From an optimization exercise on the open Yosys and OpenROAD flow, aimed at small area and a short achievable clock period; shortcuts taken in it are not production practice. Where RTL was checked, it was by simulation tests only, not by an equivalence proof against the original. Only the layout flow was run in run 3; the RTL was not checked for function there. Power figures rest on the tool's default switching activity, not on a simulated workload.

--- design/flow/run.sh ---
#!/bin/bash
# synth_recipe.tcl (not shown) runs the flow's synth.tcl, then flattens the netlist and writes it again
# the make line also repeats each setting of config.mk as NAME=value (left out here)
make -C /OpenROAD-flow-scripts/flow DESIGN_CONFIG=/design/flow/config.mk WORK_HOME=/design/flow/orfs CLKGATE_MAP_FILE= SYNTH_SCRIPT=/design/flow/synth_recipe.tcl finish
--- design/flow/config.mk ---
export PLATFORM = sky130hd
export DESIGN_NAME = stride_prefetcher
export DESIGN_NICKNAME = stride_prefetcher
export VERILOG_FILES = /design/flow/design.v
export SDC_FILE = /design/flow/constraint.sdc
export NUM_CORES = 4
export LEC_CHECK = 0
export CAP_MARGIN = 20
export CORE_MARGIN = 2
export CORE_UTILIZATION = 40
export SLEW_MARGIN = 20
--- design/flow/constraint.sdc ---
create_clock -name core_clock -period 9.0 [get_ports {clk_i}]
set_input_delay 1.8000 -clock core_clock [delete_from_list [all_inputs] [get_ports {clk_i}]]
set_output_delay 1.8000 -clock core_clock [all_outputs]
set_load 0.01 [all_outputs]
--- design/flow/design.v ---
package pf_pkg;
    localparam int unsigned ADDR_W = 32;
    localparam int unsigned PAGE_OFFSET_W = 12;
    localparam int unsigned LINE_OFFSET_W = 6;
    localparam int unsigned TAG_W = ADDR_W - PAGE_OFFSET_W;
    localparam int unsigned COUNT_W = 8;
    localparam int unsigned NBLOCKS_RESET = 8;
    typedef logic signed [PAGE_OFFSET_W:0] stride_t;
    typedef enum logic [1:0] {
        TS_INIT,
        TS_STRIDE,
        TS_HIT1,
        TS_HIT2
    } train_state_e;
endpackage
`timescale 1ns/1ps
module stride_table #(
    parameter int unsigned TABLE_ENTRIES = 8
) (
    input  logic                       clk_i,
    input  logic                       rst_ni,
    input  logic                       snoop_valid_i,
    input  logic [pf_pkg::ADDR_W-1:0]  snoop_addr_i,
    input  logic [pf_pkg::COUNT_W-1:0] nblocks_i,    
    output logic                       push_o,
    output logic [pf_pkg::ADDR_W-1:0]  desc_base_o,
    output pf_pkg::stride_t            desc_stride_o,
    output logic [pf_pkg::COUNT_W-1:0] desc_nblocks_o
);
    localparam int unsigned N   = TABLE_ENTRIES;
    localparam int unsigned IDX_W = (N > 1) ? $clog2(N) : 1;
    localparam int unsigned PW  = pf_pkg::PAGE_OFFSET_W;
    localparam int unsigned TW  = pf_pkg::TAG_W;
    logic                      sv_q;
    logic [pf_pkg::ADDR_W-1:0] sa_q;
    always_ff @(posedge clk_i or negedge rst_ni) begin
        if (!rst_ni) begin
            sv_q <= 1'b0;
        end else begin
            sv_q <= snoop_valid_i;
        end
    end
    always_ff @(posedge clk_i) begin
        sa_q <= snoop_addr_i;
    end
    logic [N-1:0]         valid_q;
    logic [TW-1:0]        tag_q    [N];
    logic [PW-1:0]        index_q  [N];
    pf_pkg::stride_t      stride_q [N];
    logic [1:0]           state_q  [N];
    logic [IDX_W-1:0]     age_q    [N];
    logic [TW-1:0]   s_tag;
    logic [PW-1:0]   s_idx;
    logic [N-1:0]    hit_vec;
    logic            hit;
    logic [N-1:0]    free_oh;
    logic [N-1:0]    victim_oh;
    logic [N-1:0]    sel_oh;
    logic [IDX_W-1:0] sel_age;
    logic [PW-1:0]   idx_h;
    pf_pkg::stride_t str_h;
    logic [1:0]      st_h;
    assign s_tag = sa_q[pf_pkg::ADDR_W-1:PW];
    assign s_idx = sa_q[PW-1:0];
    always_comb begin
        for (int i = 0; i < N; i++) begin
            hit_vec[i]   = valid_q[i] && (tag_q[i] == s_tag);
            free_oh[i]   = !valid_q[i] && ((i == 0) ? 1'b1 : valid_q[(i == 0) ? 0 : i - 1]);
            victim_oh[i] = valid_q[N-1] && (age_q[i] == IDX_W'(N - 1));
        end
    end
    assign hit    = |hit_vec;
    assign sel_oh = hit_vec | ({N{!hit}} & (free_oh | victim_oh));
    always_comb begin
        idx_h   = '0;
        str_h   = '0;
        st_h    = '0;
        sel_age = '0;
        for (int i = 0; i < N; i++) begin
            idx_h   = idx_h   | ({PW{hit_vec[i]}} & index_q[i]);
            str_h   = str_h   | ({(PW+1){hit_vec[i]}} & stride_q[i]);
            st_h    = st_h    | ({2{hit_vec[i]}} & state_q[i]);
            sel_age = sel_age | ({IDX_W{sel_oh[i]}} & age_q[i]);
        end
    end
    logic [PW:0] ca, cb, ck, cin;
    logic        sum_eq;
    assign ca = {1'b0, idx_h};
    assign cb = str_h;
    assign ck = {1'b0, s_idx};
    always_comb begin
        cin[0] = 1'b0;
        for (int i = 1; i <= PW; i++) begin
            cin[i] = (ca[i-1] & cb[i-1]) | ((ca[i-1] ^ cb[i-1]) & ~ck[i-1]);
        end
    end
    assign sum_eq = ((ca ^ cb ^ ck) == cin);
    logic            stride_match;
    pf_pkg::stride_t new_stride;
    logic [1:0]      new_state;
    logic            emit;
    assign stride_match = sum_eq && (str_h != '0);
    assign new_stride   = pf_pkg::stride_t'({1'b0, s_idx}) - pf_pkg::stride_t'({1'b0, idx_h});
    always_comb begin
        new_state = 2'd1;
        emit      = 1'b0;
        if (!hit) begin
            new_state = 2'd0;
        end else begin
            case (st_h)
                2'd1: if (stride_match) new_state = 2'd2;
                2'd2: if (stride_match) new_state = 2'd3;
                2'd3: if (stride_match) begin
                    new_state = 2'd0;
                    emit      = 1'b1;
                end
                default: new_state = 2'd1;
            endcase
        end
    end
    always_ff @(posedge clk_i or negedge rst_ni) begin
        if (!rst_ni) begin
            valid_q <= '0;
            for (int i = 0; i < N; i++) begin
                age_q[i] <= IDX_W'(i);
            end
        end else if (sv_q) begin
            valid_q <= valid_q | sel_oh;
            for (int i = 0; i < N; i++) begin
                if (sel_oh[i]) begin
                    age_q[i] <= '0;
                end else if (age_q[i] < sel_age) begin
                    age_q[i] <= age_q[i] + 1'b1;
                end
            end
        end
    end
    always_ff @(posedge clk_i) begin
        for (int i = 0; i < N; i++) begin
            if (sv_q && sel_oh[i]) begin
                tag_q[i]    <= s_tag;
                index_q[i]  <= s_idx;
                stride_q[i] <= new_stride;
                state_q[i]  <= new_state;
            end
        end
    end
    logic [pf_pkg::ADDR_W-1:0] target_addr;
    assign target_addr = sa_q + {{(pf_pkg::ADDR_W - PW - 1){str_h[PW]}}, str_h};
    assign push_o         = sv_q && emit;
    assign desc_base_o    = {target_addr[pf_pkg::ADDR_W-1:pf_pkg::LINE_OFFSET_W], {pf_pkg::LINE_OFFSET_W{1'b0}}};
    assign desc_stride_o  = str_h;
    assign desc_nblocks_o = nblocks_i;
endmodule
`timescale 1ns/1ps
module desc_fifo #(
    parameter int unsigned FIFO_DEPTH = 8
) (
    input  logic                       clk_i,
    input  logic                       rst_ni,
    input  logic                       push_i,
    input  logic [pf_pkg::ADDR_W-1:0]  base_i,
    input  pf_pkg::stride_t            stride_i,
    input  logic [pf_pkg::COUNT_W-1:0] nblocks_i,
    output logic                       valid_o,
    output logic [pf_pkg::ADDR_W-1:0]  base_o,
    output pf_pkg::stride_t            stride_o,
    output logic [pf_pkg::COUNT_W-1:0] nblocks_o,
    input  logic                       pop_i
);
    localparam int unsigned D     = FIFO_DEPTH;
    localparam int unsigned PTR_W = (D > 1) ? $clog2(D) : 1;
    localparam int unsigned CNT_W = $clog2(D + 1);
    localparam int unsigned BW    = pf_pkg::ADDR_W - pf_pkg::LINE_OFFSET_W;
    logic [BW-1:0]              base_mem    [D];
    pf_pkg::stride_t            stride_mem  [D];
    logic [pf_pkg::COUNT_W-1:0] nblocks_mem [D];
    logic [PTR_W-1:0] wr_ptr_q;
    logic [D-1:0]     rd_oh_q;      
    logic [CNT_W-1:0] count_q;
    logic             full;
    logic             rd_adv;
    assign full    = (count_q == CNT_W'(D));
    assign rd_adv  = pop_i || (push_i && full);
    assign valid_o = (count_q != '0);
    always_comb begin
        logic [BW-1:0] b;
        b         = '0;
        stride_o  = '0;
        nblocks_o = '0;
        for (int i = 0; i < D; i++) begin
            b         = b         | ({BW{rd_oh_q[i]}} & base_mem[i]);
            stride_o  = stride_o  | ({(pf_pkg::PAGE_OFFSET_W+1){rd_oh_q[i]}} & stride_mem[i]);
            nblocks_o = nblocks_o | ({pf_pkg::COUNT_W{rd_oh_q[i]}} & nblocks_mem[i]);
        end
        base_o = {b, {pf_pkg::LINE_OFFSET_W{1'b0}}};
    end
    always_ff @(posedge clk_i or negedge rst_ni) begin
        if (!rst_ni) begin
            wr_ptr_q <= '0;
            rd_oh_q  <= D'(1);
            count_q  <= '0;
        end else begin
            if (push_i) begin
                wr_ptr_q <= (wr_ptr_q == PTR_W'(D - 1)) ? '0 : wr_ptr_q + 1'b1;
            end
            if (rd_adv) begin
                rd_oh_q <= {rd_oh_q[D-2:0], rd_oh_q[D-1]};
            end
            if (push_i && !rd_adv) begin
                count_q <= count_q + 1'b1;
            end else if (rd_adv && !push_i) begin
                count_q <= count_q - 1'b1;
            end
        end
    end
    always_ff @(posedge clk_i) begin
        for (int i = 0; i < D; i++) begin
            if (push_i && (wr_ptr_q == PTR_W'(i))) begin
                base_mem[i]    <= base_i[pf_pkg::ADDR_W-1:pf_pkg::LINE_OFFSET_W];
                stride_mem[i]  <= stride_i;
                nblocks_mem[i] <= nblocks_i;
            end
        end
    end
endmodule
`timescale 1ns/1ps
module prefetch_engine #(
    parameter int unsigned MAX_CREDITS = 2
) (
    input  logic                       clk_i,
    input  logic                       rst_ni,
    input  logic                       valid_i,
    input  logic [pf_pkg::ADDR_W-1:0]  base_i,
    input  pf_pkg::stride_t            stride_i,
    input  logic [pf_pkg::COUNT_W-1:0] nblocks_i,
    output logic                       pop_o,
    output logic                       req_valid_o,
    output logic [pf_pkg::ADDR_W-1:0]  req_addr_o,
    input  logic                       credit_i
);
    localparam int unsigned CRED_W = $clog2(MAX_CREDITS + 1);
    localparam int unsigned PW     = pf_pkg::PAGE_OFFSET_W;
    logic                       busy_q;
    logic [pf_pkg::COUNT_W-1:0] remain_q;
    logic [CRED_W-1:0]          credits_q;
    logic [pf_pkg::TAG_W-1:0]   tag_q;
    logic [PW-1:0]              off_q;
    logic                       out_q;
    pf_pkg::stride_t            stride_q;
    logic                       last_req;
    logic [PW+1:0]              next_off;
    assign pop_o       = !busy_q && valid_i;
    assign req_valid_o = busy_q && !out_q && (credits_q != '0);
    assign req_addr_o  = {tag_q, off_q[PW-1:pf_pkg::LINE_OFFSET_W], {pf_pkg::LINE_OFFSET_W{1'b0}}};
    assign last_req    = req_valid_o && (remain_q == pf_pkg::COUNT_W'(1));
    assign next_off = {2'b00, off_q} + {stride_q[PW], stride_q};
    always_ff @(posedge clk_i or negedge rst_ni) begin
        if (!rst_ni) begin
            busy_q <= 1'b0;
        end else if (pop_o) begin
            busy_q <= (nblocks_i != '0);
        end else if (busy_q && (out_q || last_req)) begin
            busy_q <= 1'b0;
        end
    end
    always_ff @(posedge clk_i) begin
        if (pop_o) begin
            remain_q <= nblocks_i;
            tag_q    <= base_i[pf_pkg::ADDR_W-1:PW];
            off_q    <= base_i[PW-1:0];
            out_q    <= 1'b0;
            stride_q <= stride_i;
        end else if (req_valid_o) begin
            remain_q <= remain_q - 1'b1;
            off_q    <= next_off[PW-1:0];
            out_q    <= (next_off[PW+1:PW] != 2'b00);
        end
    end
    always_ff @(posedge clk_i or negedge rst_ni) begin
        if (!rst_ni) begin
            credits_q <= CRED_W'(MAX_CREDITS);
        end else begin
            credits_q <= credits_q - CRED_W'(req_valid_o) + CRED_W'(credit_i);
        end
    end
endmodule
`timescale 1ns/1ps
module stride_prefetcher #(
    parameter int unsigned TABLE_ENTRIES = 8,
    parameter int unsigned FIFO_DEPTH    = 8,
    parameter int unsigned MAX_CREDITS   = 2
) (
    input  logic                       clk_i,
    input  logic                       rst_ni,
    input  logic                       snoop_valid_i,
    input  logic [pf_pkg::ADDR_W-1:0]  snoop_addr_i,
    input  logic                       cfg_valid_i,
    input  logic [pf_pkg::COUNT_W-1:0] cfg_nblocks_i,
    output logic                       req_valid_o,
    output logic [pf_pkg::ADDR_W-1:0]  req_addr_o,
    input  logic                       credit_i
);
    logic [pf_pkg::COUNT_W-1:0] nblocks_q;
    logic [pf_pkg::COUNT_W-1:0] nblocks_d1_q;
    logic               push;
    logic [pf_pkg::ADDR_W-1:0]  push_base;
    pf_pkg::stride_t            push_stride;
    logic [pf_pkg::COUNT_W-1:0] push_nblocks;
    logic               head_valid;
    logic [pf_pkg::ADDR_W-1:0]  head_base;
    pf_pkg::stride_t            head_stride;
    logic [pf_pkg::COUNT_W-1:0] head_nblocks;
    logic               pop;
    always_ff @(posedge clk_i or negedge rst_ni) begin
        if (!rst_ni) begin
            nblocks_q <= pf_pkg::COUNT_W'(pf_pkg::NBLOCKS_RESET);
        end else if (cfg_valid_i) begin
            nblocks_q <= cfg_nblocks_i;
        end
    end
    always_ff @(posedge clk_i) begin
        nblocks_d1_q <= nblocks_q;
    end
    stride_table #(
        .TABLE_ENTRIES (TABLE_ENTRIES)
    ) u_table (
        .clk_i          (clk_i),
        .rst_ni         (rst_ni),
        .snoop_valid_i  (snoop_valid_i),
        .snoop_addr_i   (snoop_addr_i),
        .nblocks_i      (nblocks_d1_q),
        .push_o         (push),
        .desc_base_o    (push_base),
        .desc_stride_o  (push_stride),
        .desc_nblocks_o (push_nblocks)
    );
    desc_fifo #(
        .FIFO_DEPTH (FIFO_DEPTH)
    ) u_fifo (
        .clk_i     (clk_i),
        .rst_ni    (rst_ni),
        .push_i    (push),
        .base_i    (push_base),
        .stride_i  (push_stride),
        .nblocks_i (push_nblocks),
        .valid_o   (head_valid),
        .base_o    (head_base),
        .stride_o  (head_stride),
        .nblocks_o (head_nblocks),
        .pop_i     (pop)
    );
    prefetch_engine #(
        .MAX_CREDITS (MAX_CREDITS)
    ) u_engine (
        .clk_i       (clk_i),
        .rst_ni      (rst_ni),
        .valid_i     (head_valid),
        .base_i      (head_base),
        .stride_i    (head_stride),
        .nblocks_i   (head_nblocks),
        .pop_o       (pop),
        .req_valid_o (req_valid_o),
        .req_addr_o  (req_addr_o),
        .credit_i    (credit_i)
    );
endmodule
==> results.py, run 1 <==
metrics = {
    "detailed_routing": {
        "vias": 23800,
        "drtAntennaViolNets": 0,
        "drt_iter0_drc": 2449,
        "drc": 0,
        "wirelength_mm": 105,
        "first_pass_iters": 6,
        "wl_per_cell_um": 26.0,
        "drt-vias-per-instance": 5.88,
    },
    "placed_design": {
        "gp_congestion": 0.903,
        "io_buffers": 71,
        "dp_cells": 3874,
        "dpl.hpwl_mm": 65.7,
    },
    "cts": {
        "cts_buffers": 97,
        "tritoncts": "done",
        "hold_buffers": 0,
        "ctsRootBufferMaster": "clkbuf_16",
        "cts.htree.levels": 3,
        "cts_resized": 0,
        "cts.sinks": 905,
        "clk_latency_ns": 0.68,
        "clkSlewWorstSetupHoldPaths_ns": 0.06,
        "cts.path.max_buffers": 3,
        "cts_setup_buffers": 0,
    },
    "layout": {
        "mostFrequentLayoutCells": "edfxtp_1, a22oi_1, xnor2_1, nand4_1, ha_1",
        "layout-drive-gt1-share_pct": 11.3,
        "layout_commonest_cell": "edfxtp_1",
        "finalNetCount": 2856,
        "fin_cells": 4059,
        "area_delta_synth_final_pct": 13.8,
    },
    "worst_setup_path": {
        "start_kind": "register",
        "cp_common_cell": "inv_1",
        "crit_slowest_cell": "dfxtp_1",
        "path_max_fanout": 17,
        "path_class": "register to register",
        "cp.required_ns": 9.56,
        "arrival_ns": 8.36,
        "cp-end-kind": "register",
        "cpPeakStageDelay_ns": 0.96,
    },
    "yosys": {
        "synth_top_area_share_pct": 62.1,
        "yosys_warnings": 12,
        "yosys-top-cells-area": "edfxtp_1, a22oi_1, xnor2_1",
        "async_reset_ff_share_pct": 6.52,
        "ys_ff_latch": 905,
        "synthFlopType": "edfxtp_1",
        "syn_area_um2": 38700,
        "synth-seq-area-share_pct": 68.4,
        "synth_top_area_cell": "edfxtp_1",
        "syn_inst": 2584,
        "synth-edff-count": 799,
        "ys_types": 83,
        "syn_area_per_cell_um2": 15.0,
    },
    "worst_hold_path": {
        "min_path_type": "register to register",
    },
    "floorplanning": {
        "die_area_um2": 99100,
        "row_count": 114,
        "core_area_um2": 96300,
        "die_w_um": 315,
        "die_h_um": 315,
        "num_io_pins": 78,
        "start_util_pct": 40.1,
    },
    "grt": {
        "grt_pass1_vias": 24000,
        "grt_pass1_wl_mm": 157,
        "use_met3_pct": 3.59,
        "grt.met1_usage_pct": 28.7,
        "grt_use_total_pct": 21.1,
        "overflow": 0,
        "grt_util_met2_pct": 34.6,
        "grt_max_degree": 60,
        "antenna_found_initial": 1,
        "top_usage_layer": "met2",
    },
    "pwr": {
        "p_leak_nw": 15.0,
        "p_per_area_nw_per_um2": 215,
        "ir_drop_mv": 0.153,
        "power.total_mw": 9.45,
    },
    "sta": {
        "final_max_slew_viol_count": 0,
        "hold_viol_final": 0,
        "fin_crit_sh_pct": 86.6,
        "fin_skew_ns": 0.0234,
        "setup_viol": 0,
        "period_minus_slack_ns": 7.80,
        "relSlewSlack_pct": 16.0,
        "rsz0062_at_grt": "no",
        "worst_pin_slew_ns": 1.26,
        "max_freq_ghz": 0.128,
        "fin_setup_tns_ns": 0,
    },
    "run": {
        "drv_cap": 0,
    },
    "outcome": {
        "status": "finished clean",
    },
}
power by group:
group | switching, mW | total (mW) | leakage (nW) | internal [mW]
Clock | 1.65 | 3.94 | 1.56 | 2.29
Sequential | 0.137 | 4.96 | 8.37 | 4.83
Combinational | 0.394 | 0.554 | 5.05 | 0.160
critical path: cells and delay by family (launching register included):
family | cells | cell delay (ns)
buffers and inverters | 4 | 0.66
adder cells (fa/ha/maj) | 3 | 1.05
AND/OR/NAND/NOR | 8 | 2.79
flip-flops | 1 | 0.96
AO/OA/AOI/OAI | 7 | 1.59
XOR/XNOR | 4 | 0.62
state kept, by name (all words and copies together), names as in the netlist, 12 cells and up:
name and count:
u_engine.tag_q 20, u_fifo.stride_mem 104, u_table.state_q 16, u_table.sa_q 32
u_engine.off_q 12, u_table.index_q 96, u_engine.stride_q 13, u_table.tag_q 160
u_fifo.nblocks_mem 64, u_table.age_q 24, u_table.stride_q 104, u_fifo.base_mem 208
synth_stat cells, types with 15 or more instances:
library cell and instances:
buf_4 25, a21oi_1 47, o2111ai_1 24, xor2_1 69, dfstp_2 15, inv_1 82, dfxtp_1 47, a22oi_1 247
clkbuf_1 52, edfxtp_1 799, nor4_1 21, a21o_1 19, buf_2 15, a21boi_0 15, dfrtp_1 44, nand2_1 83
xnor2_1 160, a22o_1 15, nand3_1 93, fa_1 15, nor2_1 61, o21ai_0 50, nand4_1 154, and4_1 16
and3_1 37, buf_1 23, ha_1 99
per-stage QoR:
step                      worst slack (ns)  cell area (µm²)  util [%]  hold WS [ns]
after floorplan                       3.14            38700         -         0.344
after global placement                1.42            40800      42.4         0.360
after detailed placement              1.32            40800      42.4         0.353
after CTS                             1.30            44000      45.7         0.369
after global routing                 0.646            44000      45.7         0.382
final                                 1.20            44000      45.7         0.368
cell families (layout without fill, tap and decap cells):
group	Yosys count	count (layout)	share of synthesized area [%]
buf+inv	212	404	2.62
fa+ha+maj	114	114	3.98
compound gates	546	546	10.8
xor+xnor	229	229	5.19
mux	22	22	0.709
other cells	1	8	0.00970
flops	905	905	68.4
simple gates	555	555	8.28
worst paths after layout:
kind                            cells after the start                      from  slack (ns)                       endpoint
worst max-delay path                               26  u_table.sa_q[24]$_DFF_P_        1.20  u_fifo.count_q[3]$_DFFE_PN0P_
worst min-delay path                                0  nblocks_q[7]$_DFFE_PN0P_        0.37        nblocks_d1_q[7]$_DFF_P_
worst max register to register                     26  u_table.sa_q[24]$_DFF_P_        1.20  u_fifo.count_q[3]$_DFFE_PN0P_
worst min register to register                      0  nblocks_q[7]$_DFFE_PN0P_        0.37        nblocks_d1_q[7]$_DFF_P_
max in group asynchronous                           2                    rst_ni        7.00  u_fifo.rd_oh_q[1]$_DFFE_PN0P_
min in group asynchronous                           2                    rst_ni        1.33       nblocks_q[6]$_DFFE_PN0P_
routing by layer:
| metal | up-vias | share of wire, % |
|---|---|---|
| met5 | - | 0 |
| met4 | 0 | 2.7 |
| met3 | 192 | 7.6 |
| met2 | 1113 | 48 |
| met1 | 12100 | 42 |
| li1 | 10400 | - |
area by class of cell:
class | instances | area [µm²]
diodes | 2 | 5.00
clock buffers | 137 | 2720
clock inverters | 46 | 439
fillers | 8352 | 52300
inverters | 83 | 312
multi-input cells | 1472 | 11300
flip-flops and latches | 905 | 26400
well taps | 1276 | 1600
repair buffers | 138 | 1210
==> run 2: changes to the inputs <==
--- a/design/flow/design.v
+++ b/design/flow/design.v
@@ -46,9 +46,9 @@
     logic [N-1:0]         valid_q;
     logic [TW-1:0]        tag_q    [N];
     logic [PW-1:0]        index_q  [N];
-    pf_pkg::stride_t      stride_q [N];
+    logic [PW-1:0]        prev_q   [N];
     logic [1:0]           state_q  [N];
-    logic [IDX_W-1:0]     age_q    [N];
+    logic                 lru_q    [N][N];
     logic [TW-1:0]   s_tag;
     logic [PW-1:0]   s_idx;
     logic [N-1:0]    hit_vec;
@@ -56,9 +56,9 @@
     logic [N-1:0]    free_oh;
     logic [N-1:0]    victim_oh;
     logic [N-1:0]    sel_oh;
-    logic [IDX_W-1:0] sel_age;
+    logic [N-1:0]    upd;
     logic [PW-1:0]   idx_h;
-    pf_pkg::stride_t str_h;
+    logic [PW-1:0]   prv_h;
     logic [1:0]      st_h;
     assign s_tag = sa_q[pf_pkg::ADDR_W-1:PW];
     assign s_idx = sa_q[PW-1:0];
@@ -66,28 +66,31 @@
         for (int i = 0; i < N; i++) begin
             hit_vec[i]   = valid_q[i] && (tag_q[i] == s_tag);
             free_oh[i]   = !valid_q[i] && ((i == 0) ? 1'b1 : valid_q[(i == 0) ? 0 : i - 1]);
-            victim_oh[i] = valid_q[N-1] && (age_q[i] == IDX_W'(N - 1));
+            victim_oh[i] = valid_q[N-1];
+            for (int j = 0; j < N; j++) begin
+                if (j < i) victim_oh[i] = victim_oh[i] &&  lru_q[j][i];
+                if (j > i) victim_oh[i] = victim_oh[i] && !lru_q[i][j];
+            end
         end
     end
     assign hit    = |hit_vec;
     assign sel_oh = hit_vec | ({N{!hit}} & (free_oh | victim_oh));
+    assign upd    = {N{sv_q}} & sel_oh;
     always_comb begin
-        idx_h   = '0;
-        str_h   = '0;
-        st_h    = '0;
-        sel_age = '0;
+        idx_h = '0;
+        prv_h = '0;
+        st_h  = '0;
         for (int i = 0; i < N; i++) begin
-            idx_h   = idx_h   | ({PW{hit_vec[i]}} & index_q[i]);
-            str_h   = str_h   | ({(PW+1){hit_vec[i]}} & stride_q[i]);
-            st_h    = st_h    | ({2{hit_vec[i]}} & state_q[i]);
-            sel_age = sel_age | ({IDX_W{sel_oh[i]}} & age_q[i]);
+            idx_h = idx_h | ({PW{hit_vec[i]}} & index_q[i]);
+            prv_h = prv_h | ({PW{hit_vec[i]}} & prev_q[i]);
+            st_h  = st_h  | ({2{hit_vec[i]}} & state_q[i]);
         end
     end
     logic [PW:0] ca, cb, ck, cin;
     logic        sum_eq;
-    assign ca = {1'b0, idx_h};
-    assign cb = str_h;
-    assign ck = {1'b0, s_idx};
+    assign ca = {1'b0, s_idx};
+    assign cb = {1'b0, prv_h};
+    assign ck = {idx_h, 1'b0};
     always_comb begin
         cin[0] = 1'b0;
         for (int i = 1; i <= PW; i++) begin
@@ -96,11 +99,9 @@
     end
     assign sum_eq = ((ca ^ cb ^ ck) == cin);
     logic            stride_match;
-    pf_pkg::stride_t new_stride;
     logic [1:0]      new_state;
     logic            emit;
-    assign stride_match = sum_eq && (str_h != '0);
-    assign new_stride   = pf_pkg::stride_t'({1'b0, s_idx}) - pf_pkg::stride_t'({1'b0, idx_h});
+    assign stride_match = sum_eq && (s_idx != idx_h);
     always_comb begin
         new_state = 2'd1;
         emit      = 1'b0;
@@ -122,34 +123,36 @@
         if (!rst_ni) begin
             valid_q <= '0;
             for (int i = 0; i < N; i++) begin
-                age_q[i] <= IDX_W'(i);
+                for (int j = i + 1; j < N; j++) begin
+                    lru_q[i][j] <= 1'b1;
+                end
             end
-        end else if (sv_q) begin
-            valid_q <= valid_q | sel_oh;
+        end else begin
+            valid_q <= valid_q | upd;
             for (int i = 0; i < N; i++) begin
-                if (sel_oh[i]) begin
-                    age_q[i] <= '0;
-                end else if (age_q[i] < sel_age) begin
-                    age_q[i] <= age_q[i] + 1'b1;
+                for (int j = i + 1; j < N; j++) begin
+                    lru_q[i][j] <= upd[i] || (lru_q[i][j] && !upd[j]);
                 end
             end
         end
     end
     always_ff @(posedge clk_i) begin
         for (int i = 0; i < N; i++) begin
-            if (sv_q && sel_oh[i]) begin
-                tag_q[i]    <= s_tag;
-                index_q[i]  <= s_idx;
-                stride_q[i] <= new_stride;
-                state_q[i]  <= new_state;
+            if (upd[i]) begin
+                tag_q[i]   <= s_tag;
+                index_q[i] <= s_idx;
+                prev_q[i]  <= index_q[i];
+                state_q[i] <= new_state;
             end
         end
     end
-    logic [pf_pkg::ADDR_W-1:0] target_addr;
-    assign target_addr = sa_q + {{(pf_pkg::ADDR_W - PW - 1){str_h[PW]}}, str_h};
+    logic [PW+1:0]   tgt_lo;
+    logic [TW-1:0]   tgt_tag;
+    assign tgt_lo  = {1'b0, s_idx, 1'b0} - {2'b00, idx_h};
+    assign tgt_tag = s_tag + {{(TW - 1){tgt_lo[PW+1]}}, tgt_lo[PW]};
     assign push_o         = sv_q && emit;
-    assign desc_base_o    = {target_addr[pf_pkg::ADDR_W-1:pf_pkg::LINE_OFFSET_W], {pf_pkg::LINE_OFFSET_W{1'b0}}};
-    assign desc_stride_o  = str_h;
+    assign desc_base_o    = {tgt_tag, tgt_lo[PW-1:pf_pkg::LINE_OFFSET_W], {pf_pkg::LINE_OFFSET_W{1'b0}}};
+    assign desc_stride_o  = pf_pkg::stride_t'({1'b0, s_idx}) - pf_pkg::stride_t'({1'b0, idx_h});
     assign desc_nblocks_o = nblocks_i;
 endmodule
 `timescale 1ns/1ps
==> run 2 against run 1 <==
Compared with the run above: still clean on timing, DRC and antenna; critical path depth rose by 3; flip-flop and latch count fell by 4; sequential share of layout area rose by 3.8 points; cell area fell by 6.4%; register-to-register slack got worse by 0.61 ns; fmax fell by 7.3%; core utilization rose by 0.76 points; synthesized area fell by 7.0%; critical path type unchanged; critical endpoint is now u_fifo.base_mem[6][24]$_DFFE_PP_.
==> results.py, run 2 <==
metrics = {
    "layout": {
        "mostFrequentLayoutCells": "edfxtp_1, a22oi_1, xnor2_1, nand2_1, nand4_1",
        "layout-drive-gt1-share_pct": 11.4,
        "reg.largest.list": "u_fifo.base_mem: 208 flops, u_table.tag_q: 160 flops, u_fifo.stride_mem: 104 flops",
        "largest_register_ff_count": 208,
        "finalNetCount": 2508,
        "fillers": 7637,
        "area_delta_synth_final_pct": 14.6,
        "multi_input_area_um2": 8940,
        "layout_commonest_cell": "edfxtp_1",
        "regMostFlops": "u_fifo.base_mem",
        "area.sequential_um2": 26300,
        "n_antenna_cell": 0,
        "stdcell_area_um2": 41200,
        "fin_cells": 3620,
    },
    "sta": {
        "period_minus_slack_ns": 8.41,
        "rsz0062_at_grt": "no",
        "worst_slack_ns": 0.591,
        "final_max_slew_viol_count": 0,
        "relSlewSlack_pct": 24.6,
        "fin_crit_sh_pct": 93.4,
        "setup_viol": 0,
        "max_freq_ghz": 0.119,
        "fin_setup_tns_ns": 0,
        "hold_viol_final": 0,
        "worst_pin_slew_ns": 1.12,
        "fin_skew_ns": 0.0230,
    },
    "floorplanning": {
        "die_h_um": 304,
        "num_io_pins": 78,
        "die_w_um": 304,
        "die_area_um2": 92200,
        "start_util_pct": 40.5,
        "core_area_um2": 88600,
        "row_count": 109,
    },
    "worst_setup_path": {
        "cpPeakStageDelay_ns": 0.94,
        "cp-end-kind": "register",
        "critical_path_buf_inv_count": 1,
        "arrival_ns": 8.80,
        "rr_endpoint": "u_fifo.base_mem[6][24]$_DFFE_PP_",
        "start_kind": "register",
        "cp_common_cell": "a21oi_1",
        "crit_slowest_cell": "dfxtp_1",
        "path_max_fanout": 14,
        "cp.required_ns": 9.39,
        "r2r-start": "u_table.sa_q[13]$_DFF_P_",
        "crit_family": "compound AO/OA/AOI/OAI gates",
        "rr_worst_depth": 29,
        "r2r_slack_ns": 0.59,
        "path_class": "register to register",
    },
    "detailed_routing": {
        "wl_per_cell_um": 24.6,
        "drtAntennaViolNets": 0,
        "wl_met1_mm": 39.5,
        "dr_wl_met3_mm": 5.08,
        "first_pass_iters": 5,
        "drc": 0,
        "drt_iter0_drc": 2030,
        "wirelength_mm": 89.1,
        "wl_met2_mm": 42.5,
        "highest_layer": "met4",
        "drt-vias-per-instance": 5.68,
        "vias": 20600,
    },
    "pwr": {
        "ir_drop_mv": 0.160,
        "p_sw_mw": 2.30,
        "pwr-share-seq_pct": 53.4,
        "clkPwrFrac_pct": 38.8,
        "p_comb_share_pct": 7.8,
        "p_int_mw": 7.50,
        "p_per_area_nw_per_um2": 238,
        "p_leak_nw": 13.7,
        "swShare_pct": 23.4,
    },
    "yosys": {
        "ys_ff_latch": 901,
        "synth_common_cells": "edfxtp_1, a22oi_1, xnor2_1",
        "yosys-top-cells-area": "edfxtp_1, a22oi_1, xnor2_1",
        "synth_most_common_cell": "edfxtp_1",
        "synth_top_area_cell": "edfxtp_1",
        "synth_top_area_share_pct": 66.1,
        "yosys_warnings": 12,
        "synth-seq-area-share_pct": 73.2,
        "synth-edff-count": 791,
        "ys_types": 69,
        "async_reset_ff_share_pct": 6.99,
        "syn_area_per_cell_um2": 16.0,
        "syn_area_um2": 35900,
        "synthFlopType": "edfxtp_1",
        "syn_inst": 2249,
    },
    "cts": {
        "cts.htree.levels": 3,
        "hold_buffers": 0,
        "tritoncts": "done",
        "ctsRootBufferMaster": "clkbuf_16",
        "cts_buffers": 89,
        "cts_setup_buffers": 0,
        "cts.sinks": 901,
        "clk_latency_ns": 0.64,
        "cts_resized": 0,
        "clkSlewWorstSetupHoldPaths_ns": 0.06,
        "cts.path.max_buffers": 3,
    },
    "placed_design": {
        "gp_congestion": 0.877,
        "place_area_um2": 38200,
        "dpl.hpwl_mm": 53.8,
        "dp_cells": 3453,
        "io_buffers": 71,
        "pre_cts_ws_ns": 0.499,
    },
    "grt": {
        "grt_pass1_vias": 21000,
        "overflow": 0,
        "grt_use_total_pct": 19.1,
        "grt_pass1_wl_mm": 134,
        "antenna_found_initial": 0,
        "grt_max_degree": 64,
    },
    "run": {
        "drv_cap": 0,
    },
    "worst_hold_path": {
        "min_from": "nblocks_q[7]$_DFFE_PN0P_",
        "min_to": "nblocks_d1_q[7]$_DFF_P_",
        "min_path_type": "register to register",
        "holdPathStages": 0,
    },
    "outcome": {
        "status": "finished clean",
    },
}
run 2: cell count changes after synthesis, sizes merged, moves of 17 or more:
cell / before / now
nand3: 93 / 24
and3: 40 / 23
buf: 77 / 47
o2111ai: 24 / 0
nor2: 61 / 38
nand4: 154 / 95
ha: 99 / 68
run 2: power groups by stage:
stage          Combinational (mW)  Clock, mW  Sequential, mW
2_1_floorplan               0.496          0            5.22
6_report                    0.769       3.80            5.23
3_5_place_dp                0.772          0            5.31
3_3_place_gp                0.748          0            5.30
4_1_cts                     0.772       3.87            5.22
5_1_grt                     0.844       4.03            5.26
run 2: layer usage:
layer / vias to the layer above / GRT usage [%]
li1: 9052 / -
met1: 10600 / 27.0
met2: 750 / 31.1
met3: 144 / 2.68
met4: 0 / 4.96
met5: - / 0
run 2: final cells by class:
class                   instances  share of cell area, %
inverters                      70                  0.638
flip-flops and latches        901                   63.9
well taps                    1165                   3.54
clock buffers                 116                   5.83
repair buffers                137                   2.91
clock inverters                50                   1.44
multi-input cells            1181                   21.7
run 2: how the worst max path moves through the flow:
stage                             start                               end  slack [ns]  cells past startpoint
3_3_place_gp   u_table.sa_q[13]$_DFF_P_  u_fifo.base_mem[2][22]$_DFFE_PP_        0.86                     29
2_1_floorplan  u_table.sa_q[13]$_DFF_P_   u_fifo.base_mem[7][0]$_DFFE_PP_        0.86                     16
6_report       u_table.sa_q[13]$_DFF_P_  u_fifo.base_mem[6][24]$_DFFE_PP_        0.59                     29
5_1_grt        u_table.sa_q[13]$_DFF_P_  u_fifo.base_mem[4][24]$_DFFE_PP_       0.008                     30
4_1_cts        u_table.sa_q[13]$_DFF_P_  u_fifo.base_mem[6][24]$_DFFE_PP_        0.48                     29
3_5_place_dp   u_table.sa_q[13]$_DFF_P_  u_fifo.base_mem[4][24]$_DFFE_PP_        0.50                     29
run 2: cell families (layout without fill, tap and decap cells):
| group | Yosys count | after routing | share of synthesized area (%) |
|---|---|---|---|
| flip-flops | 901 | 901 | 73.2 |
| AO/OA/AOI/OAI | 445 | 445 | 8.92 |
| AND/OR/NAND/NOR | 408 | 408 | 6.44 |
| XOR/XNOR | 221 | 221 | 5.55 |
| buffers and inverters | 172 | 373 | 2.09 |
| adder cells (fa/ha/maj) | 83 | 83 | 3.20 |
| multiplexers | 18 | 18 | 0.561 |
| other | 1 | 6 | 0.0104 |
run 2: per-stage QoR:
stage	hold WS, ns	power, mW	util, %
2_1_floorplan	0.344	5.72	-
3_3_place_gp	0.351	6.05	43.1
3_5_place_dp	0.351	6.08	43.1
4_1_cts	0.370	9.86	46.4
5_1_grt	0.382	10.1	46.4
6_report	0.368	9.80	46.4
==> run 3: changes to the inputs <==
--- a/design/flow/design.v
+++ b/design/flow/design.v
@@ -33,6 +33,8 @@
     localparam int unsigned TW  = pf_pkg::TAG_W;
     logic                      sv_q;
     logic [pf_pkg::ADDR_W-1:0] sa_q;
+    logic [N-1:0]              hit_q;
+    logic [N-1:0]              hit_d;
     always_ff @(posedge clk_i or negedge rst_ni) begin
         if (!rst_ni) begin
             sv_q <= 1'b0;
@@ -41,7 +43,8 @@
         end
     end
     always_ff @(posedge clk_i) begin
-        sa_q <= snoop_addr_i;
+        sa_q  <= snoop_addr_i;
+        hit_q <= hit_d;
     end
     logic [N-1:0]         valid_q;
     logic [TW-1:0]        tag_q    [N];
@@ -60,11 +63,15 @@
     logic [PW-1:0]   idx_h;
     logic [PW-1:0]   prv_h;
     logic [1:0]      st_h;
+    logic [TW-1:0]   in_tag;
+    logic            same_page;
+    assign in_tag    = snoop_addr_i[pf_pkg::ADDR_W-1:PW];
+    assign same_page = (in_tag == s_tag);
     assign s_tag = sa_q[pf_pkg::ADDR_W-1:PW];
     assign s_idx = sa_q[PW-1:0];
     always_comb begin
         for (int i = 0; i < N; i++) begin
-            hit_vec[i]   = valid_q[i] && (tag_q[i] == s_tag);
+            hit_d[i]     = upd[i] ? same_page : (valid_q[i] && (tag_q[i] == in_tag));
             free_oh[i]   = !valid_q[i] && ((i == 0) ? 1'b1 : valid_q[(i == 0) ? 0 : i - 1]);
             victim_oh[i] = valid_q[N-1];
             for (int j = 0; j < N; j++) begin
@@ -73,6 +80,7 @@
             end
         end
     end
+    assign hit_vec = hit_q;
     assign hit    = |hit_vec;
     assign sel_oh = hit_vec | ({N{!hit}} & (free_oh | victim_oh));
     assign upd    = {N{sv_q}} & sel_oh;
@@ -253,18 +261,42 @@
     pf_pkg::stride_t            stride_q;
     logic                       last_req;
     logic [PW+1:0]              next_off;
+    logic                       busy_n;
+    logic                       out_n;
+    logic [CRED_W-1:0]          credits_n;
+    logic                       req_q;
     assign pop_o       = !busy_q && valid_i;
-    assign req_valid_o = busy_q && !out_q && (credits_q != '0);
+    assign req_valid_o = req_q;
     assign req_addr_o  = {tag_q, off_q[PW-1:pf_pkg::LINE_OFFSET_W], {pf_pkg::LINE_OFFSET_W{1'b0}}};
     assign last_req    = req_valid_o && (remain_q == pf_pkg::COUNT_W'(1));
     assign next_off = {2'b00, off_q} + {stride_q[PW], stride_q};
+    always_comb begin
+        busy_n = busy_q;
+        out_n  = out_q;
+        if (pop_o) begin
+            busy_n = (nblocks_i != '0);
+            out_n  = 1'b0;
+        end else begin
+            if (busy_q && (out_q || last_req)) begin
+                busy_n = 1'b0;
+            end
+            if (req_valid_o) begin
+                out_n = (next_off[PW+1:PW] != 2'b00);
+            end
+        end
+    end
+    assign credits_n = credits_q - CRED_W'(req_valid_o) + CRED_W'(credit_i);
     always_ff @(posedge clk_i or negedge rst_ni) begin
         if (!rst_ni) begin
-            busy_q <= 1'b0;
-        end else if (pop_o) begin
-            busy_q <= (nblocks_i != '0);
-        end else if (busy_q && (out_q || last_req)) begin
-            busy_q <= 1'b0;
+            busy_q    <= 1'b0;
+            out_q     <= 1'b0;
+            credits_q <= CRED_W'(MAX_CREDITS);
+            req_q     <= 1'b0;
+        end else begin
+            busy_q    <= busy_n;
+            out_q     <= out_n;
+            credits_q <= credits_n;
+            req_q     <= busy_n && !out_n && (credits_n != '0);
         end
     end
     always_ff @(posedge clk_i) begin
@@ -272,19 +304,10 @@
             remain_q <= nblocks_i;
             tag_q    <= base_i[pf_pkg::ADDR_W-1:PW];
             off_q    <= base_i[PW-1:0];
-            out_q    <= 1'b0;
             stride_q <= stride_i;
         end else if (req_valid_o) begin
             remain_q <= remain_q - 1'b1;
             off_q    <= next_off[PW-1:0];
-            out_q    <= (next_off[PW+1:PW] != 2'b00);
-        end
-    end
-    always_ff @(posedge clk_i or negedge rst_ni) begin
-        if (!rst_ni) begin
-            credits_q <= CRED_W'(MAX_CREDITS);
-        end else begin
-            credits_q <= credits_q - CRED_W'(req_valid_o) + CRED_W'(credit_i);
         end
     end
 endmodule
--- a/design/flow/config.mk
+++ b/design/flow/config.mk
@@ -8,4 +8,5 @@
 export CAP_MARGIN = 20
 export CORE_MARGIN = 2
 export CORE_UTILIZATION = 40
+export SETUP_SLACK_MARGIN = 5
 export SLEW_MARGIN = 20
==> run 3 against run 2 <==
Compared with the run above: sequential power hardly changed; largest cell class unchanged; still clean; clock skew is 0.029 ns higher; global-route usage up 2.2 points; largest power group unchanged; critical endpoint is now u_fifo.base_mem[3][20]$_DFFE_PP_; synthesized cell count down 0.71%; die area rose by 0.54%; sequential share of layout area fell by 4.5 points; non-clock buffer count is 127 higher; via count is 5.6% higher; fmax up 68%; count of clock-buffer cells in the layout fell by 7; worst hold slack worse by 0.0019 ns; register-to-register slack better by 3.4 ns.
==> results.py, run 3 <==
metrics = {
    "floorplanning": {
        "row_count": 110,
        "die_w_um": 305,
        "die_h_um": 305,
        "die_area_um2": 92700,
        "start_util_pct": 40.3,
        "num_io_pins": 78,
        "core_area_um2": 89700,
    },
    "placed_design": {
        "pre_cts_ws_ns": 3.17,
        "dp_cells": 3403,
        "dpl.hpwl_mm": 50.6,
        "io_buffers": 71,
        "gp_congestion": 0.807,
        "place_area_um2": 38300,
    },
    "worst_setup_path": {
        "cpPeakStageDelay_ns": 0.36,
        "cp.required_ns": 9.40,
        "path_class": "register to register",
        "crit_slowest_cell": "dfxtp_4",
        "arrival_ns": 5.41,
        "cp-end-kind": "register",
        "path_max_fanout": 12,
        "cp_common_cell": "a21oi_2",
        "start_kind": "register",
        "rr_worst_depth": 23,
        "crit_start": "u_table.hit_q[4]$_DFF_P_",
        "r2r-start": "u_table.hit_q[4]$_DFF_P_",
        "cp_cell_sequence": "buf_12 -> buf_4 -> a22oi_1 -> and4_4 -> ha_1 -> a311oi_2 -> o31a_1 -> nand2_2 -> a41oi_4 -> o21ai_2 -> xnor2_1 -> ha_2 -> fa_2 -> a21o_1 -> a21oi_2 -> o21bai_1 -> a21oi_2 -> o21bai_2 -> a211o_1 -> buf_6 -> a21oi_4 -> o21ai_4 -> xor2_4",
    },
    "cts": {
        "clk_latency_ns": 0.68,
        "cts_buffers": 94,
        "cts.htree.levels": 3,
        "cts.path.max_buffers": 3,
        "tritoncts": "done",
        "ctsRootBufferMaster": "clkbuf_16",
        "hold_buffers": 0,
        "cts.sinks": 910,
        "clkSlewWorstSetupHoldPaths_ns": 0.06,
    },
    "sta": {
        "relSlewSlack_pct": 30.5,
        "fin_crit_sh_pct": 55.7,
        "whs_ns": 0.366,
        "fin_skew_ns": 0.0523,
        "worst_pin_slew_ns": 1.03,
        "period_minus_slack_ns": 5.01,
        "final_max_slew_viol_count": 0,
        "worst_slack_ns": 3.99,
        "hold_viol_final": 0,
        "rsz0062_at_grt": "yes",
        "setup_viol": 0,
        "fin_setup_tns_ns": 0,
        "max_freq_ghz": 0.200,
    },
    "yosys": {
        "yosys_warnings": 12,
        "syn_area_per_cell_um2": 16.2,
        "syn_inst": 2233,
        "synth_common_cells": "edfxtp_1, a22oi_1, xnor2_1",
        "synth-seq-area-share_pct": 73.4,
        "synth_most_common_cell": "edfxtp_1",
        "synth_top_area_share_pct": 65.8,
        "async_reset_ff_share_pct": 7.14,
        "ys_ff_latch": 910,
        "syn_area_um2": 36100,
        "synthFlopType": "edfxtp_1",
        "synth_top_area_cell": "edfxtp_1",
        "synth-edff-count": 791,
        "yosys-top-cells-area": "edfxtp_1, a22oi_1, xnor2_1",
        "ys_types": 83,
    },
    "layout": {
        "fillers": 7233,
        "area.sequential_um2": 26500,
        "utilization_pct": 49.7,
        "area_delta_synth_final_pct": 23.6,
        "largest_register_ff_count": 208,
        "regMostFlops": "u_fifo.base_mem",
        "fin_cells": 3773,
        "mostFrequentLayoutCells": "edfxtp_1, a22oi_1, xnor2_1, clkbuf_16, xor2_1",
        "n_antenna_cell": 0,
        "multi_input_area_um2": 9910,
        "layout_commonest_cell": "edfxtp_1",
        "stdcell_area_um2": 44600,
        "layout-drive-gt1-share_pct": 21.6,
        "finalNetCount": 2640,
        "reg.largest.list": "u_fifo.base_mem: 208 flops, u_table.tag_q: 160 flops, u_fifo.stride_mem: 104 flops",
    },
    "detailed_routing": {
        "drt-vias-per-instance": 5.75,
        "wl_per_cell_um": 26.8,
        "drt_iter0_drc": 2440,
        "first_pass_iters": 6,
        "wirelength_mm": 101,
        "drtAntennaViolNets": 0,
        "drc": 0,
        "vias": 21700,
    },
    "pwr": {
        "power.total_mw": 9.99,
        "p_per_area_nw_per_um2": 224,
        "ir_drop_mv": 0.160,
        "p_leak_nw": 15.1,
    },
    "grt": {
        "antenna_found_initial": 0,
        "grt_pass1_wl_mm": 147,
        "grt_pass1_vias": 22200,
        "overflow": 0,
        "grt_max_degree": 66,
        "grt_use_total_pct": 21.3,
    },
    "worst_hold_path": {
        "min_path_type": "register to register",
        "min_from": "nblocks_q[7]$_DFFE_PN0P_",
        "holdPathStages": 0,
    },
    "run": {
        "drv_cap": 0,
    },
    "outcome": {
        "status": "finished clean",
    },
}
## run 3: changes by cell type in the layout (fill, tap and decap cells not counted), moves of 27 or more
cell / delta
a22oi_1: +31
buf_12: +35
buf_6: +49
nand2_1: -29
o21ai_0: -30
xor2_1: +27
## run 3: path summary, 6_finish.rpt
path	endpoint	slack [ns]
max in group asynchronous	u_fifo.rd_oh_q[6]$_DFFE_PN0P_	6.97
min in group asynchronous	u_table.valid_q[4]$_DFF_PN0_	1.26
max reg2reg	u_fifo.base_mem[3][20]$_DFFE_PP_	3.99
max	u_fifo.base_mem[3][20]$_DFFE_PP_	3.99
min reg2reg	nblocks_d1_q[7]$_DFF_P_	0.37
min	nblocks_d1_q[7]$_DFF_P_	0.37
## run 3: critical path: cells and delay by family (launching register included)
kind	cells	cell delay [ns]
AND/OR/NAND/NOR	2	0.37
XOR/XNOR	2	0.37
flip-flops	1	0.36
adder cells (fa/ha/maj)	3	0.81
AO/OA/AOI/OAI	13	2.36
buffers and inverters	3	0.45
## run 3: report_power, final
| group | internal, mW | leakage [nW] | switching (mW) |
|---|---|---|---|
| registers | 5.04 | 8.27 | 0.196 |
| logic | 0.274 | 5.29 | 0.485 |
| clock network | 2.30 | 1.56 | 1.69 |
| total | 7.62 | 15.1 | 2.37 |
## run 3: layer usage
metal  part of all wire, %  routed length (µm)  global-route usage, %
met3                   7.2                7310                   3.64
met2                    48               48500                   35.3
met4                   4.0                4020                   8.36
met1                    41               41200                   28.1
met5                     0                   0                      0
## run 3: final cells by class
cell class              instances  area share, %
clock buffers                 109           5.51
clock inverters                66           1.66
inverters                      68          0.583
multi-input cells            1180           22.2
flip-flops and latches        910           59.4
well taps                    1176           3.30
repair buffers                264           7.32
## run 3: repair_timing
item                       in CTS  in global routing
setup endpoints to repair     551                558
cloned                         44                  6
pin swaps                      44                 34
gates resized for setup       162                 67
setup buffers                 117                 28
## run 3: logic make-up after synthesis
kind of cell | count (synthesis) | synth area share (%)
AND/OR/NAND/NOR | 347 | 5.39
flip-flops | 910 | 73.4
multiplexers | 29 | 0.946
buffers and inverters | 178 | 2.11
AO/OA/AOI/OAI | 440 | 9.03
other | 1 | 0.0104
XOR/XNOR | 247 | 6.07
adder cells (fa/ha/maj) | 81 | 3.10
==> run 4: changes to the inputs <==
--- a/design/flow/design.v
+++ b/design/flow/design.v
@@ -156,13 +156,76 @@
     end
     logic [PW+1:0]   tgt_lo;
     logic [TW-1:0]   tgt_tag;
-    assign tgt_lo  = {1'b0, s_idx, 1'b0} - {2'b00, idx_h};
-    assign tgt_tag = s_tag + {{(TW - 1){tgt_lo[PW+1]}}, tgt_lo[PW]};
+    pf_pkg::stride_t new_stride;
+    logic            pg_inc;
+    logic            pg_dec;
+    logic [TW-1:0]   ones_below;
+    logic [TW-1:0]   zeros_below;
+    pf_ks_sub #(.W(PW + 2)) u_tgt_sub (
+        .a_i ({1'b0, s_idx, 1'b0}),
+        .b_i ({2'b00, idx_h}),
+        .d_o (tgt_lo)
+    );
+    pf_ks_sub #(.W(PW + 1)) u_stride_sub (
+        .a_i ({1'b0, s_idx}),
+        .b_i ({1'b0, idx_h}),
+        .d_o (new_stride)
+    );
+    assign pg_dec = tgt_lo[PW+1];
+    assign pg_inc = !tgt_lo[PW+1] && tgt_lo[PW];
+    always_comb begin
+        ones_below[0]  = 1'b1;
+        zeros_below[0] = 1'b1;
+        for (int i = 1; i < TW; i++) begin
+            ones_below[i]  = ones_below[i-1]  &  s_tag[i-1];
+            zeros_below[i] = zeros_below[i-1] & !s_tag[i-1];
+        end
+    end
+    assign tgt_tag = s_tag ^ (({TW{pg_inc}} & ones_below) | ({TW{pg_dec}} & zeros_below));
     assign push_o         = sv_q && emit;
     assign desc_base_o    = {tgt_tag, tgt_lo[PW-1:pf_pkg::LINE_OFFSET_W], {pf_pkg::LINE_OFFSET_W{1'b0}}};
-    assign desc_stride_o  = pf_pkg::stride_t'({1'b0, s_idx}) - pf_pkg::stride_t'({1'b0, idx_h});
+    assign desc_stride_o  = new_stride;
     assign desc_nblocks_o = nblocks_i;
 endmodule
+module pf_ks_sub #(
+    parameter int unsigned W = 8
+) (
+    input  logic [W-1:0] a_i,
+    input  logic [W-1:0] b_i,
+    output logic [W-1:0] d_o
+);
+    localparam int unsigned L = $clog2(W);
+    logic [W-1:0] g [L+1];
+    logic [W-1:0] p [L+1];
+    logic [W-1:0] x;
+    logic [W:0]   c;
+    always_comb begin
+        for (int i = 0; i < W; i++) begin
+            x[i]    = a_i[i] ^ !b_i[i];
+            g[0][i] = a_i[i] & !b_i[i];
+            p[0][i] = a_i[i] | !b_i[i];
+        end
+        g[0][0] = g[0][0] | p[0][0];
+        for (int l = 0; l < L; l++) begin
+            for (int i = 0; i < W; i++) begin
+                if (i >= (1 << l)) begin
+                    g[l+1][i] = g[l][i] | (p[l][i] & g[l][i - (1 << l)]);
+                    p[l+1][i] = p[l][i] & p[l][i - (1 << l)];
+                end else begin
+                    g[l+1][i] = g[l][i];
+                    p[l+1][i] = p[l][i];
+                end
+            end
+        end
+        c[0] = 1'b1;
+        for (int i = 0; i < W; i++) begin
+            c[i+1] = g[L][i];
+        end
+        for (int i = 0; i < W; i++) begin
+            d_o[i] = x[i] ^ c[i];
+        end
+    end
+endmodule
 `timescale 1ns/1ps
 module desc_fifo #(
     parameter int unsigned FIFO_DEPTH = 8
@@ -206,23 +269,27 @@
         end
         base_o = {b, {pf_pkg::LINE_OFFSET_W{1'b0}}};
     end
+    logic [PTR_W-1:0] wr_ptr_inc;
+    logic [D-1:0]     rd_oh_rot;
+    logic [CNT_W-1:0] count_push;
+    logic [CNT_W-1:0] count_nopush;
+    logic [D-1:0]     rd_oh_push;
+    logic [D-1:0]     rd_oh_nopush;
+    assign wr_ptr_inc   = (wr_ptr_q == PTR_W'(D - 1)) ? '0 : wr_ptr_q + 1'b1;
+    assign rd_oh_rot    = {rd_oh_q[D-2:0], rd_oh_q[D-1]};
+    assign count_push   = (pop_i || full) ? count_q : count_q + 1'b1;
+    assign count_nopush = pop_i ? count_q - 1'b1 : count_q;
+    assign rd_oh_push   = (pop_i || full) ? rd_oh_rot : rd_oh_q;
+    assign rd_oh_nopush = pop_i ? rd_oh_rot : rd_oh_q;
     always_ff @(posedge clk_i or negedge rst_ni) begin
         if (!rst_ni) begin
             wr_ptr_q <= '0;
             rd_oh_q  <= D'(1);
             count_q  <= '0;
         end else begin
-            if (push_i) begin
-                wr_ptr_q <= (wr_ptr_q == PTR_W'(D - 1)) ? '0 : wr_ptr_q + 1'b1;
-            end
-            if (rd_adv) begin
-                rd_oh_q <= {rd_oh_q[D-2:0], rd_oh_q[D-1]};
-            end
-            if (push_i && !rd_adv) begin
-                count_q <= count_q + 1'b1;
-            end else if (rd_adv && !push_i) begin
-                count_q <= count_q - 1'b1;
-            end
+            wr_ptr_q <= push_i ? wr_ptr_inc : wr_ptr_q;
+            rd_oh_q  <= push_i ? rd_oh_push : rd_oh_nopush;
+            count_q  <= push_i ? count_push : count_nopush;
         end
     end
     always_ff @(posedge clk_i) begin
@@ -266,9 +333,11 @@
     logic [CRED_W-1:0]          credits_n;
     logic                       req_q;
     assign pop_o       = !busy_q && valid_i;
+    logic                       req_valid;
+    assign req_valid   = busy_q && !out_q && (credits_q != '0);
     assign req_valid_o = req_q;
     assign req_addr_o  = {tag_q, off_q[PW-1:pf_pkg::LINE_OFFSET_W], {pf_pkg::LINE_OFFSET_W{1'b0}}};
-    assign last_req    = req_valid_o && (remain_q == pf_pkg::COUNT_W'(1));
+    assign last_req    = req_valid && (remain_q == pf_pkg::COUNT_W'(1));
     assign next_off = {2'b00, off_q} + {stride_q[PW], stride_q};
     always_comb begin
         busy_n = busy_q;
@@ -280,12 +349,12 @@
             if (busy_q && (out_q || last_req)) begin
                 busy_n = 1'b0;
             end
-            if (req_valid_o) begin
+            if (req_valid) begin
                 out_n = (next_off[PW+1:PW] != 2'b00);
             end
         end
     end
-    assign credits_n = credits_q - CRED_W'(req_valid_o) + CRED_W'(credit_i);
+    assign credits_n = credits_q - CRED_W'(req_valid) + CRED_W'(credit_i);
     always_ff @(posedge clk_i or negedge rst_ni) begin
         if (!rst_ni) begin
             busy_q    <= 1'b0;
@@ -305,7 +374,7 @@
             tag_q    <= base_i[pf_pkg::ADDR_W-1:PW];
             off_q    <= base_i[PW-1:0];
             stride_q <= stride_i;
-        end else if (req_valid_o) begin
+        end else if (req_valid) begin
             remain_q <= remain_q - 1'b1;
             off_q    <= next_off[PW-1:0];
         end
--- a/design/flow/config.mk
+++ b/design/flow/config.mk
@@ -8,5 +8,7 @@
 export CAP_MARGIN = 20
 export CORE_MARGIN = 2
 export CORE_UTILIZATION = 40
+export CTS_BUF_LIST = sky130_fd_sc_hd__clkbuf_4 sky130_fd_sc_hd__clkbuf_8
+export CTS_CLUSTER_SIZE = 20
 export SETUP_SLACK_MARGIN = 5
 export SLEW_MARGIN = 20
==> run 4 against run 3 <==
Compared with the run above: still clean on timing, DRC and antenna; worst setup slack improved by 1.1 ns; power decreased by 7.3%; core utilization is 3.4 points lower; clock skew down 0.026 ns; critical path depth shrank 7; largest cell class unchanged; highest routed layer unchanged.
==> results.py, run 4 <==
metrics = {
    "outcome": {
        "status": "finished clean",
    },
    "yosys": {
        "synthFlopType": "edfxtp_1",
        "syn_area_um2": 35800,
        "synth_compound_area_share_pct": 8.53,
        "ys_ff_latch": 910,
        "synth-xor-area-share_pct": 6.07,
        "synth-seq-area-share_pct": 74.0,
        "yosys.area_share.simple_pct": 5.56,
        "synth.area.mux_share_pct": 0.734,
        "synth_top_area_share_pct": 66.3,
        "synth-edff-count": 791,
        "yosys_warnings": 18,
        "async_reset_ff_share_pct": 7.14,
        "syn_inst": 2226,
        "synth_common_cells": "edfxtp_1, a22oi_1, xnor2_1",
        "yosys-top-cells-area": "edfxtp_1, a22oi_1, xnor2_1",
        "syn_area_per_cell_um2": 16.1,
        "synthAdderAreaFrac_pct": 2.91,
        "synth_top_family_by_area": "compound AO/OA/AOI/OAI gates",
        "ys_types": 72,
        "synth_most_common_cell": "edfxtp_1",
        "synth_top_area_cell": "edfxtp_1",
    },
    "worst_setup_path": {
        "start_kind": "register",
        "path_class": "register to register",
        "arrival_ns": 4.54,
        "crit_slowest_cell": "fa_1",
        "path_max_fanout": 28,
        "crit_family": "simple AND/OR/NAND/NOR gates",
        "cp_cell_sequence": "buf_8 -> a22oi_1 -> and4_1 -> fa_1 -> xnor2_1 -> nor4_1 -> nand4_1 -> nor2b_2 -> and3_4 -> clkinvlp_4 -> ha_1 -> a21o_1 -> a21oi_1 -> xnor2_1 -> nor2_1 -> xor2_1",
        "cp_common_cell": "xnor2_1",
        "cpPeakStageDelay_ns": 0.48,
        "cp.required_ns": 9.67,
        "critical_path_buf_inv_count": 2,
        "cp-end-kind": "register",
    },
    "grt": {
        "grt_pass1_wl_mm": 129,
        "antenna_found_initial": 1,
        "grt_use_total_pct": 18.9,
        "grt_max_degree": 66,
        "overflow": 0,
        "grt_pass1_vias": 20700,
    },
    "pwr": {
        "p_leak_nw": 13.8,
        "swShare_pct": 23.3,
        "p_per_area_nw_per_um2": 226,
        "p_comb_share_pct": 6.6,
        "clkPwrFrac_pct": 37.3,
        "p_int_mw": 7.10,
        "p_sw_mw": 2.16,
        "ir_drop_mv": 0.131,
        "pwr-share-seq_pct": 56.1,
    },
    "layout": {
        "finalNetCount": 2506,
        "regMostFlops": "u_fifo.base_mem",
        "mostFrequentLayoutCells": "edfxtp_1, a22oi_1, clkbuf_8, xnor2_1, nand4_1",
        "stdcell_area_um2": 41000,
        "area_delta_synth_final_pct": 14.6,
        "fillers": 7601,
        "largest_register_ff_count": 208,
        "reg.largest.list": "u_fifo.base_mem: 208 flops, u_table.tag_q: 160 flops, u_fifo.stride_mem: 104 flops",
        "layout-drive-gt1-share_pct": 16.5,
        "layout_commonest_cell": "edfxtp_1",
        "utilization_pct": 46.4,
    },
    "sta": {
        "rsz0062_at_grt": "yes",
        "final_max_slew_viol_count": 0,
        "setup_viol": 0,
        "fin_skew_ns": 0.0265,
        "relSlewSlack_pct": 32.3,
        "fin_setup_tns_ns": 0,
        "fin_crit_sh_pct": 43.1,
        "whs_ns": 0.366,
        "hold_viol_final": 0,
        "max_freq_ghz": 0.258,
        "period_minus_slack_ns": 3.88,
        "worst_pin_slew_ns": 1.01,
    },
    "floorplanning": {
        "core_area_um2": 88500,
        "die_w_um": 303,
        "die_h_um": 303,
        "start_util_pct": 40.4,
        "die_area_um2": 91900,
        "row_count": 109,
        "num_io_pins": 78,
    },
    "worst_hold_path": {
        "min_path_type": "register to register",
    },
    "cts": {
        "cts.sinks": 910,
        "clkSlewWorstSetupHoldPaths_ns": 0.07,
        "cts.path.max_buffers": 3,
        "cts_buffers": 147,
        "tritoncts": "done",
        "ctsRootBufferMaster": "clkbuf_8",
        "cts.htree.levels": 4,
        "clk_latency_ns": 0.78,
    },
    "placed_design": {
        "place_area_um2": 37800,
        "io_buffers": 71,
        "gp_congestion": 0.806,
        "dpl.hpwl_mm": 49.3,
    },
    "detailed_routing": {
        "drt-vias-per-instance": 5.51,
        "vias": 20200,
        "wirelength_mm": 86.8,
        "first_pass_iters": 8,
        "drtAntennaViolNets": 0,
        "drt_iter0_drc": 1923,
        "drc": 0,
        "wl_per_cell_um": 23.7,
    },
    "run": {
        "drv_cap": 0,
    },
}
run 4: cell types whose count changed after synthesis, moves of 9 or more:
cell	delta
a22oi_1	+12
and4_1	-14
mux2_2	+9
nand4_1	+27
nor2_1	-13
xnor2_1	+15
xor2_1	-11
run 4: logic make-up (layout without fill, tap and decap cells):
family,after synthesis,count (layout)
AOI/OAI and AO/OA,429,429
xor gates and xnor gates,248,248
adders and majority gates,75,75
buffers and inverters,189,457
DFF,910,910
muxes,24,24
other,1,8
and+or+nand+nor,350,350
run 4: cell type report:
class	count	area, µm²	share of cell area (%)
antenna	2	5.00	0.0122
clock inverter	39	204	0.497
sequential	910	26500	64.6
clock buffer	222	2660	6.49
multi-input combinational	1132	8690	21.2
tap	1165	1460	3.55
timing repair buffer	125	1230	3.00
inverter	71	270	0.659
run 4: path summary, 6_finish.rpt:
path / slack (ns) / endpoint / startpoint / cells after the start
max in group asynchronous: 7.14 / u_table.valid_q[1]$_DFF_PN0_ / rst_ni / 1
min in group asynchronous: 1.11 / nblocks_q[1]$_DFFE_PN0P_ / rst_ni / 1
max reg2reg: 5.12 / u_fifo.count_q[3]$_DFFE_PN0P_ / u_table.hit_q[4]$_DFF_P_ / 16
max: 5.12 / u_fifo.count_q[3]$_DFFE_PN0P_ / u_table.hit_q[4]$_DFF_P_ / 16
min: 0.37 / nblocks_d1_q[7]$_DFF_P_ / nblocks_q[7]$_DFFE_PN0P_ / 0
min reg2reg: 0.37 / nblocks_d1_q[7]$_DFF_P_ / nblocks_q[7]$_DFFE_PN0P_ / 0
run 4: repair_timing:
| item | CTS | global route |
|---|---|---|
| hold endpoints to repair | 0 | 0 |
| setup endpoints to repair | 427 | 465 |
| pin swaps | 2 | 9 |
| hold buffers | 0 | 0 |
| resized for setup | 24 | 35 |
| buffers inserted | 4 | 9 |
run 4: worst register-to-register path: cells and delay by family (launching register included):
family | cells | cell delay [ns]
compound gates | 3 | 0.55
simple gates | 6 | 1.32
flops | 1 | 0.31
xor+xnor | 3 | 0.46
buf+inv | 2 | 0.36
fa+ha+maj | 2 | 0.80
run 4: layer usage:
layer	GRT usage (%)	vias up	wire length (µm)
met4	6.17	0	1800
met3	4.03	132	5860
met1	26.5	10300	38600
met5	0	-	0
li1	-	8956	-
met2	29.5	752	40500
run 4: power by group through the flow:
stage / combinational (mW) / sequential (mW) / clock (mW)
floorplan: 0.399 / 5.21 / 0
global placement: 0.604 / 5.26 / 0
detailed placement: 0.613 / 5.27 / 0
CTS: 0.617 / 5.19 / 3.55
global route: 0.670 / 5.22 / 3.73
finish: 0.613 / 5.19 / 3.45
run 4: per-stage QoR:
stage	power (mW)	setup WS (ns)	instances
finish	9.26	5.12	3666
global route	9.62	4.94	3666
CTS	9.35	5.01	3655
detailed placement	5.88	4.48	3390
global placement	5.86	4.47	3390
floorplan	5.61	5.01	2231

==> afterwards: timing with drivers on the ports <==
How much do the figures lean on ideal ports? The routed layouts below were timed once more, with nothing changed but the port constraints.
Step 1, drivers: a clkbuf_16 drives clk_i and a buf_2 each remaining input, both assumed.
Step 2 adds t to the input delays and takes it off the output delays; t is the mean of the earliest and latest rising clock arrival at the registers after step 1. Input paths then give back, and output paths get back, about the clock's delay inside the block.
a / b / c = ideal / step 1 / step 2; a / b = the first two.
run | shift t [ns] | setup WS [ns] | worst register clock-pin slew, ns | pins driven straight from the clock port
run 1 | 0.734 | 1.203 / 1.203 / 1.203 | 0.07 / 0.07 | 1
run 2 | 0.696 | 0.591 / 0.591 / 0.591 | 0.07 / 0.07 | 1
run 3 | 0.725 | 3.990 / 3.990 / 3.990 | 0.07 / 0.07 | 1
run 4 | 0.825 | 5.122 / 5.122 / 4.521 | 0.07 / 0.07 | 1
After both steps every run listed still meets setup and hold. For run 4, which loses most, drivers alone change the setup slack by 0.000 ns; drivers and shift together by -0.601 ns.
